What follows belongs to an exercise in optimizing a design on an open flow for small area and a short achievable clock period; a production flow would make more cautious choices.
The RTL was checked by simulation tests, not by an equivalence proof against the original design.

--- flow/config.mk ---
export PLATFORM = sky130hd
export DESIGN_NAME = md5_core
export DESIGN_NICKNAME = md5_core
export VERILOG_FILES = /design/flow/design.v
export SDC_FILE = /design/flow/constraint.sdc
export NUM_CORES = 4
export LEC_CHECK = 0
export CAP_MARGIN = 20
export CORE_MARGIN = 2
export CORE_UTILIZATION = 40
export SLEW_MARGIN = 20
--- flow/run.sh ---
#!/bin/bash
# synth_recipe.tcl (not shown) runs the flow's synth.tcl, then flattens the netlist and writes it again
# the make line also repeats each setting of config.mk as NAME=value (left out here)
make -C /OpenROAD-flow-scripts/flow DESIGN_CONFIG=/design/flow/config.mk WORK_HOME=/design/flow/orfs CLKGATE_MAP_FILE= SYNTH_SCRIPT=/design/flow/synth_recipe.tcl finish
--- flow/design.v ---
`default_nettype none
`default_nettype wire
`default_nettype none
package md5_pkg;
    typedef logic [32-1:0] word_t;
    typedef struct packed {
        word_t d;
        word_t c;
        word_t b;
        word_t a;
    } state_t;
    typedef logic [512-1:0] block_t;               
    typedef logic [$clog2(16)-1:0] step_t;
    typedef enum logic [1:0] {
        RND_F,
        RND_G,
        RND_H,
        RND_I
    } round_e;
    typedef enum logic {
        ST_IDLE,
        ST_RUN
    } stage_state_e;
endpackage
`default_nettype wire
`timescale 1ns/1ns
`default_nettype none
module md5_const_rom
#(
    parameter logic [1:0] ROUND = md5_pkg::RND_F
)
(
    input  md5_pkg::step_t       i_step,
    output md5_pkg::word_t       o_k,
    output logic [4:0]  o_shift,
    output md5_pkg::step_t       o_word_idx
);
    localparam logic [511:0] K_F = {
        32'hd76aa478, 32'he8c7b756, 32'h242070db, 32'hc1bdceee,
        32'hf57c0faf, 32'h4787c62a, 32'ha8304613, 32'hfd469501,
        32'h698098d8, 32'h8b44f7af, 32'hffff5bb1, 32'h895cd7be,
        32'h6b901122, 32'hfd987193, 32'ha679438e, 32'h49b40821
    };
    localparam logic [511:0] K_G = {
        32'hf61e2562, 32'hc040b340, 32'h265e5a51, 32'he9b6c7aa,
        32'hd62f105d, 32'h02441453, 32'hd8a1e681, 32'he7d3fbc8,
        32'h21e1cde6, 32'hc33707d6, 32'hf4d50d87, 32'h455a14ed,
        32'ha9e3e905, 32'hfcefa3f8, 32'h676f02d9, 32'h8d2a4c8a
    };
    localparam logic [511:0] K_H = {
        32'hfffa3942, 32'h8771f681, 32'h6d9d6122, 32'hfde5380c,
        32'ha4beea44, 32'h4bdecfa9, 32'hf6bb4b60, 32'hbebfbc70,
        32'h289b7ec6, 32'heaa127fa, 32'hd4ef3085, 32'h04881d05,
        32'hd9d4d039, 32'he6db99e5, 32'h1fa27cf8, 32'hc4ac5665
    };
    localparam logic [511:0] K_I = {
        32'hf4292244, 32'h432aff97, 32'hab9423a7, 32'hfc93a039,
        32'h655b59c3, 32'h8f0ccc92, 32'hffeff47d, 32'h85845dd1,
        32'h6fa87e4f, 32'hfe2ce6e0, 32'ha3014314, 32'h4e0811a1,
        32'hf7537e82, 32'hbd3af235, 32'h2ad7d2bb, 32'heb86d391
    };
    localparam logic [19:0] S_F = {5'd7, 5'd12, 5'd17, 5'd22};
    localparam logic [19:0] S_G = {5'd5, 5'd9,  5'd14, 5'd20};
    localparam logic [19:0] S_H = {5'd4, 5'd11, 5'd16, 5'd23};
    localparam logic [19:0] S_I = {5'd6, 5'd10, 5'd15, 5'd21};
    always_comb
    begin
        unique case (ROUND)
            md5_pkg::RND_F:
            begin
                o_k        = K_F[511 - 32 * i_step -: 32];
                o_shift    = S_F[19 - 5 * i_step[1:0] -: 5];
                o_word_idx = i_step;
            end
            md5_pkg::RND_G:
            begin
                o_k        = K_G[511 - 32 * i_step -: 32];
                o_shift    = S_G[19 - 5 * i_step[1:0] -: 5];
                o_word_idx = md5_pkg::step_t'(4'd1 + 4'd5 * i_step);    
            end
            md5_pkg::RND_H:
            begin
                o_k        = K_H[511 - 32 * i_step -: 32];
                o_shift    = S_H[19 - 5 * i_step[1:0] -: 5];
                o_word_idx = md5_pkg::step_t'(4'd5 + 4'd3 * i_step);
            end
            md5_pkg::RND_I:
            begin
                o_k        = K_I[511 - 32 * i_step -: 32];
                o_shift    = S_I[19 - 5 * i_step[1:0] -: 5];
                o_word_idx = md5_pkg::step_t'(4'd7 * i_step);
            end
        endcase
    end
endmodule
`default_nettype wire
`timescale 1ns/1ns
`default_nettype none
module md5_round_stage
#(
    parameter logic [1:0] ROUND = md5_pkg::RND_F
)
(
    input  wire logic   Clk,
    input  wire logic   Rst_n,
    input  wire logic   i_valid,
    input  md5_pkg::state_t      i_state,
    input  md5_pkg::block_t      i_block,
    input  md5_pkg::state_t      i_chain,
    output logic        o_valid,
    output md5_pkg::state_t      o_state,
    output md5_pkg::block_t      o_block,
    output md5_pkg::state_t      o_chain
);
    md5_pkg::stage_state_e st_q;
    md5_pkg::step_t        step_q;
    md5_pkg::state_t       work_q;        
    md5_pkg::block_t       block_q;
    md5_pkg::state_t       chain_q;
    md5_pkg::word_t        k_val;
    logic [4:0]   shift;
    md5_pkg::step_t        word_idx;
    md5_pkg::word_t        f_val;
    md5_pkg::word_t        m_val;
    md5_pkg::word_t        sum;
    logic [2*32-1:0] rot_dbl;
    md5_pkg::word_t        step_res;
    md5_pkg::state_t       work_nxt;
    logic         last_step;
    md5_const_rom #(
        .ROUND      (ROUND)
    ) u_rom (
        .i_step     (step_q),
        .o_k        (k_val),
        .o_shift    (shift),
        .o_word_idx (word_idx)
    );
    always_comb
    begin
        unique case (ROUND)
            md5_pkg::RND_F: f_val = (work_q.b & work_q.c) | (~work_q.b & work_q.d);
            md5_pkg::RND_G: f_val = (work_q.b & work_q.d) | (work_q.c & ~work_q.d);
            md5_pkg::RND_H: f_val = work_q.b ^ work_q.c ^ work_q.d;
            md5_pkg::RND_I: f_val = work_q.c ^ (work_q.b | ~work_q.d);
        endcase
    end
    assign m_val    = block_q[word_idx*32 +: 32];
    assign sum      = work_q.a + f_val + k_val + m_val;
    assign rot_dbl  = {sum, sum} << shift;                   
    assign step_res = work_q.b + rot_dbl[2*32-1 -: 32];
    always_comb
    begin
        work_nxt.a = work_q.d;
        work_nxt.b = step_res;
        work_nxt.c = work_q.b;
        work_nxt.d = work_q.c;
    end
    assign last_step = (st_q == md5_pkg::ST_RUN) && (step_q == md5_pkg::step_t'(16 - 1));
    always_ff @(posedge Clk or posedge Rst_n)
    begin
        if (Rst_n)
        begin
            st_q    <= md5_pkg::ST_IDLE;
            step_q  <= '0;
            o_valid <= 1'b0;
        end
        else
        begin
            o_valid <= last_step;                            
            unique case (st_q)
                md5_pkg::ST_IDLE:
                begin
                    step_q <= '0;
                    if (i_valid)
                        st_q <= md5_pkg::ST_RUN;
                end
                md5_pkg::ST_RUN:
                begin
                    step_q <= step_q + 1'b1;
                    if (last_step)
                        st_q <= md5_pkg::ST_IDLE;
                end
            endcase
        end
    end
    always_ff @(posedge Clk)
    begin
        if (st_q == md5_pkg::ST_IDLE && i_valid)
        begin
            work_q  <= i_state;
            block_q <= i_block;
            chain_q <= i_chain;
        end
        else if (st_q == md5_pkg::ST_RUN)
            work_q <= work_nxt;
        if (last_step)
        begin
            o_state <= work_nxt;
            o_block <= block_q;
            o_chain <= chain_q;
        end
    end
endmodule
`default_nettype wire
`timescale 1ns/1ns
`default_nettype none
module md5_digest_stage
(
    input  wire logic   Clk,
    input  wire logic   Rst_n,
    input  wire logic   i_valid,
    input  md5_pkg::state_t      i_state,
    input  md5_pkg::state_t      i_chain,
    output logic        o_valid,
    output md5_pkg::state_t      o_digest
);
    always_ff @(posedge Clk or posedge Rst_n)
    begin
        if (Rst_n)
            o_valid <= 1'b0;
        else
            o_valid <= i_valid;
    end
    always_ff @(posedge Clk)
    begin
        if (i_valid)
        begin
            o_digest.a <= i_state.a + i_chain.a;
            o_digest.b <= i_state.b + i_chain.b;
            o_digest.c <= i_state.c + i_chain.c;
            o_digest.d <= i_state.d + i_chain.d;
        end
    end
endmodule
`default_nettype wire
`timescale 1ns/1ns
`default_nettype none
module md5_core
(
    input  wire logic   Clk,
    input  wire logic   Rst_n,
    input  wire logic   i_valid,
    input  md5_pkg::block_t      i_block,
    input  md5_pkg::state_t      i_chain,
    output logic        o_valid,
    output md5_pkg::state_t      o_digest
);
    logic   rnd_valid_0, rnd_valid_1, rnd_valid_2, rnd_valid_3;
    md5_pkg::state_t rnd_state_0, rnd_state_1, rnd_state_2, rnd_state_3;
    md5_pkg::block_t rnd_block_0, rnd_block_1, rnd_block_2;      
    md5_pkg::state_t rnd_chain_0, rnd_chain_1, rnd_chain_2, rnd_chain_3;
    md5_round_stage #(.ROUND(md5_pkg::RND_F)) u_rnd_f (
        .Clk     (Clk),
        .Rst_n   (Rst_n),
        .i_valid (i_valid),
        .i_state (i_chain),
        .i_block (i_block),
        .i_chain (i_chain),
        .o_valid (rnd_valid_0),
        .o_state (rnd_state_0),
        .o_block (rnd_block_0),
        .o_chain (rnd_chain_0)
    );
    md5_round_stage #(.ROUND(md5_pkg::RND_G)) u_rnd_g (
        .Clk     (Clk),
        .Rst_n   (Rst_n),
        .i_valid (rnd_valid_0),
        .i_state (rnd_state_0),
        .i_block (rnd_block_0),
        .i_chain (rnd_chain_0),
        .o_valid (rnd_valid_1),
        .o_state (rnd_state_1),
        .o_block (rnd_block_1),
        .o_chain (rnd_chain_1)
    );
    md5_round_stage #(.ROUND(md5_pkg::RND_H)) u_rnd_h (
        .Clk     (Clk),
        .Rst_n   (Rst_n),
        .i_valid (rnd_valid_1),
        .i_state (rnd_state_1),
        .i_block (rnd_block_1),
        .i_chain (rnd_chain_1),
        .o_valid (rnd_valid_2),
        .o_state (rnd_state_2),
        .o_block (rnd_block_2),
        .o_chain (rnd_chain_2)
    );
    md5_round_stage #(.ROUND(md5_pkg::RND_I)) u_rnd_i (
        .Clk     (Clk),
        .Rst_n   (Rst_n),
        .i_valid (rnd_valid_2),
        .i_state (rnd_state_2),
        .i_block (rnd_block_2),
        .i_chain (rnd_chain_2),
        .o_valid (rnd_valid_3),
        .o_state (rnd_state_3),
        .o_block (),
        .o_chain (rnd_chain_3)
    );
    md5_digest_stage u_digest (
        .Clk      (Clk),
        .Rst_n    (Rst_n),
        .i_valid  (rnd_valid_3),
        .i_state  (rnd_state_3),
        .i_chain  (rnd_chain_3),
        .o_valid  (o_valid),
        .o_digest (o_digest)
    );
endmodule
`default_nettype wire
--- flow/constraint.sdc ---
create_clock -name core_clock -period 11.0 [get_ports {Clk}]
set_input_delay 2.2000 -clock core_clock [delete_from_list [all_inputs] [get_ports {Clk}]]
set_output_delay 2.2000 -clock core_clock [all_outputs]
set_load 0.01 [all_outputs]
==> flow_summary_export.csv <==
group,metric,value,unit
grt,grt_pass1_vias,119000,
placement,place_ws,0.0567,ns
critical_path,end_kind,"register",
critical_path,cp_max_fo,11,
yosys,syn_avg_cell_area,17.7,µm²
clock_tree,clock_latency,1.10,ns
die,ios,772,
detailed_routing,num_vias,121000,
die,rows,280,
clock_tree,cts_tree,"built",
placement,io_buffer_count,771,
clock_tree,clk_pin_slew,0.06,ns
yosys,seq_area_frac_synth,0.742,
detailed_routing,drc_errors,0,
timing,finalMaxSlewViolations,0,
yosys,synth_seq_cells,5785,
die,die_area,0.591,mm²
clock_tree,cts_buffers,595,
timing,setup_viol,0,
cells_and_area,layout_common_cells,"5760 x edfxtp_1, 1494 x nand2_1, 771 x clkdlybuf4s50_1, 689 x mux4_2, 606 x inv_1",
detailed_routing,via_per_inst,5.26,
grt,grt_max_degree,184,
yosys,yosysWarnings,9,
yosys,syn_area,0.234,mm²
critical_path,ff2ff_setup_slack,0.34,ns
die,dieWidth,769,µm
timing,fin_crit_sh,0.969,
critical_path,crit_type,"reg -> reg",
detailed_routing,wirelength,665,mm
critical_path,reg2reg_depth,40,
yosys,synth_ff_type,"edfxtp_1",
cells_and_area,final_cells,23000,
cells_and_area,drive_above_1_share,0.160,
timing,max_freq,93.8,MHz
timing,maxSlewHeadroom,0.192,
placement,place.gp.congestion,0.936,
die,die_h,769,µm
yosys,synth_edf_count,5760,
detailed_routing,first_pass_iters,8,
critical_path,crit_cells,40,
clock_tree,numClockSinks,5785,
detailed_routing,post_drt_wl_per_cell,28.9,µm
critical_path,startpoint,"u_rnd_i.step_q[0]",
grt,grtUsageTotal,0.221,
critical_path,critPathCapture,"u_rnd_i.work_q[62]",
clock_tree,cts_max_level,6,
critical_path,crit_family,"compound AO/OA/AOI/OAI gates",
critical_path,cp.required,11.85,ns
cells_and_area,n_fill_cell,49100,
grt,grt_pass1_wl,919,mm
detailed_routing,drt_iter0_drc,12600,
critical_path,r2r_start,"u_rnd_i.step_q[0]",
clock_tree,cts_buffer_depth,4,
flow_run,cap_violations,0,
min_path,hold_class,"reg -> reg",
timing,fin_worst_skew,0.0877,ns
cells_and_area,final_common_cell,"edfxtp_1",
critical_path,cp_slowest_stage_delay,0.59,ns
clock_tree,root_buffer,"clkbuf_16",
timing,finalHoldViolations,0,
placement,dp_hpwl,505,mm
yosys,postSynthCellCount,13300,
yosys,synth_nets,14600,
timing,max_slew.worst_pin.slew,1.18,ns
grt,gr-total-overflow,0,
placement,dp.cells,21800,
cells_and_area,nNetsFinal,16000,
grt,antenna_found_initial,68,
detailed_routing,final_antenna_net_count,0,
cells_and_area,syn_to_final_growth,17.1,%
critical_path,critPathLaunchType,"register",
die,start_util,0.402,
critical_path,rr_endpoint,"u_rnd_i.work_q[62]",
critical_path,cp.arrival,11.51,ns
timing,layout_setup_ws,0.340,ns
critical_path,cpMaxStageDelayCell,"mux4_2",
yosys,ys_types,116,
yosys,synthArstFlopShare,0.00432,
timing,layout_min_cycle_time,10.66,ns
die,core,0.582,mm²
critical_path,path_buf_inv,6,
run_status,status,"complete, no violations",
Yosys cell counts (167+ instances only):
| library cell | n | area share |
|---|---|---|
| a21o_1 | 167 | 0.0054 |
| a21oi_1 | 437 | 0.0094 |
| nand2_1 | 1494 | 0.024 |
| o21ai_0 | 322 | 0.0069 |
| nor2_1 | 475 | 0.0076 |
| inv_1 | 616 | 0.0099 |
| xnor2_1 | 334 | 0.013 |
| edfxtp_1 | 5760 | 0.74 |
| mux2i_1 | 287 | 0.012 |
| clkbuf_1 | 330 | 0.0053 |
| fa_1 | 258 | 0.022 |
| mux2_2 | 241 | 0.012 |
| ha_1 | 426 | 0.023 |
| mux4_2 | 689 | 0.066 |
through the flow:
stage	setup TNS, ns	instance area [µm²]	utilization	hold slack, ns
after floorplan	-	234000	-	0.400
after global routing	-0.137	274000	0.471	0.372
after detailed placement	0	254000	0.437	0.405
after global placement	0	254000	0.437	0.400
final	0	274000	0.471	0.352
after CTS	0	273000	0.470	0.357
kinds of logic (layout without fill, tap and decap cells):
| family | count (synthesis) | in the layout | share of synthesized area |
|---|---|---|---|
| fa+ha+maj | 684 | 684 | 0.0449 |
| simple gates | 2506 | 2506 | 0.0454 |
| xor+xnor | 454 | 454 | 0.0173 |
| flops | 5785 | 5785 | 0.742 |
| buf+inv | 1072 | 3013 | 0.0174 |
| compound gates | 1530 | 1530 | 0.0425 |
| other cells | 0 | 32 | 0 |
| mux | 1219 | 1219 | 0.0903 |
area by class of cell:
class	count	area, µm²	share of cell area
well taps	7755	9700	0.0354
inverters	629	2410	0.00879
diodes	32	80.1	0.000292
clock buffers	728	15500	0.0568
clock inverters	353	3460	0.0126
multi-input cells	6393	56600	0.207
repair buffers	1303	12500	0.0457
flip-flops and latches	5785	174000	0.634
metal layers:
layer / part of all wire / track usage / up-vias
met1: 0.41 / 0.296 / 61700
met5: 0.00026 / 0 / -
met2: 0.48 / 0.364 / 4364
li1: - / - / 53900
met4: 0.047 / 0.0889 / 24
met3: 0.059 / 0.0305 / 935
sequential cells by signal, indices dropped and copies added (netlist names), 512 cells and up:
register	flops
u_rnd_g.block_q	512
u_rnd_f.o_block	512
u_rnd_i.block_q	512
u_rnd_h.block_q	512
u_rnd_h.o_block	512
u_rnd_g.o_block	512
u_rnd_f.block_q	512
how the worst min path moves through the flow:
stage / start / slack (ns) / depth (start not counted) / end
floorplan: u_rnd_f.chain_q[0] / 0.40 / 0 / u_rnd_f.o_chain[0]
global placement: u_rnd_g.o_block[132] / 0.40 / 0 / u_rnd_h.block_q[132]
detailed placement: u_rnd_f.chain_q[120] / 0.40 / 0 / u_rnd_f.o_chain[120]
CTS: u_rnd_f.o_chain[31] / 0.36 / 0 / u_rnd_g.chain_q[31]
global route: u_rnd_h.o_block[510] / 0.37 / 0 / u_rnd_i.block_q[510]
finish: u_rnd_f.o_chain[31] / 0.35 / 0 / u_rnd_g.chain_q[31]
what timing repair did:
action / in CTS / in global routing
setup endpoints to repair: 1 / 61
resized for setup: 1 / 51
hold buffers: 0 / 0
buffers inserted: 0 / 16
pin swaps: 0 / 9

-- re-timing with driven ports --
Ports are ideal in the flow. The routed layout listed here was re-timed in OpenROAD. Step 1 assumes that a clkbuf_16 drives the clock port and a buf_2 every other input. Step 2 times the ports against the registers' clock, not the clock port: input delays grow and output delays shrink by t, the midpoint of the rising clock arrivals with the driver on. Three values: ideal ports, drivers, drivers and shift; two values: the first two.
t, ns: 1.179
slack for setup (ns): 0.340 / 0.340 / 0.340
latest minus earliest clock arrival (ns): 0.089 / 0.089
slew at the worst register clock pin (ns): 0.07 / 0.07
worst slew at a driven data input, ns: 0.20
After both steps this run still meets setup and hold. The setup slack of this run moves by 0.000 ns with the drivers and by 0.000 ns with both steps.
